Context: an optimization exercise on an open-source flow, tuned for small area, a short achievable clock period and few clock cycles per item. The choices shown serve that exercise and are no tape-out recipe.
In this exercise RTL edits were held to simulation tests only and were not proved equivalent to the original.

## rational_arith_gcd_reduce_top
module rational_arith_gcd_reduce_top (
  input  logic               clk,
  input  logic               rst,
  input  logic               operands_valid,
  output logic               operands_ready,
  input  logic [1:0]         operands_command,
  input  logic signed [15:0] operands_left_num,
  input  logic        [14:0] operands_left_den,
  input  logic signed [15:0] operands_right_num,
  input  logic        [14:0] operands_right_den,
  output logic               result_valid,
  input  logic               result_ready,
  output logic signed [31:0] result_result_num,
  output logic        [30:0] result_result_den,
  output logic               result_status
);
clock: 9.0 ns
lec_check: 0
cap_margin: 20
core_margin: 2
core_utilization: 55
cts_buf_list: sky130_fd_sc_hd__clkbuf_4 sky130_fd_sc_hd__clkbuf_8
place_density: 0.65
setup_slack_margin: 5
slew_margin: 20
run.sh (not shown) runs the stock make flow with config.mk's settings and CLKGATE_MAP_FILE= SYNTH_SCRIPT=/design/flow/synth_recipe.tcl, a recipe that flattens the netlist after the stock synthesis.
Testbench counts at the start, summed over its fixed seeds: cycles 37,240, items 2,400.
==> next run, changes <==
CTS_BUF_LIST = not set   (was sky130_fd_sc_hd__clkbuf_4 sky130_fd_sc_hd__clkbuf_8)
=> Core utilization rises by 0.26 points. Sequential share of layout area stays flat. Final cell count decreases by 0.65%. Sequential cell count is unchanged. Hold slack stays flat. Worst setup slack improved by 65 ps. Global-route usage rises by 0.16 points. Cell area goes up by 0.41%. Routed wire length rises by 0.39%.
==> next run, changes <==
CAP_MARGIN = 10   (was 20)
SLEW_MARGIN = 10   (was 20)
Effect:
- The changed run ran to the end with no violations
- routed wire length climbs by 1.2%
- final area is about the same
- first-iteration DRC count climbs by 1.7%
- clock skew climbs by 7.7 ps
- cell count barely changes
- synthesized cell count is unchanged
- sequential share of layout area is about the same
- utilization drops by 0.17 points
- die area is unchanged
==> next run, changes <==
CAP_MARGIN = 20   (was 10)
CORE_UTILIZATION = 48   (was 55)
PLACE_DENSITY = 0.6   (was 0.65)
SLEW_MARGIN = 20   (was 10)
After rerunning:
- worst setup slack got worse by 13 ps
- count of clock-buffer cells in the layout came out lower by 2
- utilization falls by 8.1 points
- final cell count rose by 2.1%
- wire length increases by 2.6%
- design area rises by 0.78%
- global-route usage falls by 4.3 points
- area after synthesis does not change
- clock skew rises by 16 ps


## old
rational_arith_gcd_reduce_top, a different RTL version from the one above (not shown whole).
For scale: about 3800 cells after synthesis, ~330 flip-flops, ~130 I/O pins, roughly 32000 µm² of cells after synthesis.
Settings: LEC_CHECK=0, CAP_MARGIN=20, CORE_MARGIN=2, CORE_UTILIZATION=55, PLACE_DENSITY=0.65, SETUP_SLACK_MARGIN=5, SLEW_MARGIN=20; clock period 9.0 ns.
old completed; timing, DRC and antenna clean
Testbench counts of old, summed over its fixed seeds: cycles 38,964, items 2,400.
Input-level comparison between new and old:
Settings: TNS_END_PERCENT now 30, previously not set.
### Flow results
Summary — non-clock buffer contribution to total cell area, new relative to old: lower, by 0.30 points.
Diff old -> new | sequential share of layout area | increase of 0.15 points
Against old, new comes in 5.4% lower on layout clock buffer count.
Diff old -> new | placed wire-length estimate | up slightly
Area of all placed cells without fillers (new vs. old) decreases slightly
[compare] base=old new=new: final critical delay including setup and external delays grew by 0.070 ns, clock distribution area overhead in the final layout now sits at about the same level.


Another version of the RTL of rational_arith_gcd_reduce_top (not shown whole).
Size in the first run: about 3,900 cells after synthesis, roughly 340 flip-flops.
Settings: LEC_CHECK=0, CAP_MARGIN=20, CORE_MARGIN=2, CORE_UTILIZATION=55, PLACE_DENSITY=0.65, SETUP_SLACK_MARGIN=5, SLEW_MARGIN=20; clock period 9.0 ns.
Testbench counts at the start, summed over its fixed seeds: cycles 39,685, items 2,400.
Change:
SETUP_SLACK_MARGIN = 3.5   (was 5)
The new run finished clean.
Hold slack is worse by 0.0077 ns.
Cell count is lower by a few percent.
Cell area is lower by a few percent.
Count of clock-buffer cells in the layout is higher by 3.
Register-to-register slack is worse by 1.1 ns.
Sequential share of layout area is higher by 1.5 points.
Flip-flop and latch count is unchanged.
Global-route usage is lower by 1.5 points.
Change:
CORE_UTILIZATION = 70   (was 55)
PLACE_DENSITY = 0.8   (was 0.65)
SETUP_SLACK_MARGIN = 5   (was 3.5)
Effect: This time the run stopped in global routing (5_1_grt) with GRT-0232; synthesized area stays the same; synthesized cell count does not change.

## afterwards: timing with drivers on the ports
Ports are ideal in the flow. The routed layouts listed here were re-timed in OpenROAD. Step 1 sets driving cells, clkbuf_16 on the clock port and buf_2 on the other inputs (assumed; they add their load-dependent delay and slew). Step 2 also shifts input and output timing later by t, the mid clock arrival at the registers, as if the neighbouring blocks saw the same clock. Slacks: no drivers / after step 1 / after step 2; pairs: no drivers / after step 1.
run | shift t [ns] | slack for setup (ns) | hold WS [ns] | worst register clock-pin slew, ns | pins driven straight from the clock port
the first run of note 1 | 0.727 | 5.000 / 5.000 / 4.470 | 0.465 / 0.465 / 0.465 | 0.07 / 0.07 | 1
the second run of note 1 | 0.629 | 5.064 / 5.064 / 4.660 | 0.464 / 0.464 / 0.464 | 0.07 / 0.07 | 1
the third run of note 1 | 0.625 | 5.046 / 5.046 / 4.696 | 0.470 / 0.470 / 0.470 | 0.06 / 0.06 | 1
the fourth run of note 1 | 0.630 | 5.032 / 5.032 / 4.777 | 0.464 / 0.464 / 0.464 | 0.07 / 0.07 | 1
old | 0.637 | 4.913 / 4.913 / 4.593 | 0.471 / 0.471 / 0.471 | 0.06 / 0.06 | 1
new | 0.635 | 4.843 / 4.843 / 4.698 | 0.471 / 0.471 / 0.471 | 0.06 / 0.06 | 1
the first run of note 3 | 0.649 | 4.878 / 4.878 / 4.510 | 0.526 / 0.526 / 0.526 | 0.07 / 0.07 | 1
the second run of note 3 | 0.649 | 3.792 / 3.792 / 3.792 | 0.518 / 0.518 / 0.518 | 0.06 / 0.06 | 1
After both steps setup and hold are still met in every run listed. The setup slack of the first run of note 1, which loses most, moves by 0.000 ns with the drivers and by -0.530 ns with both steps.
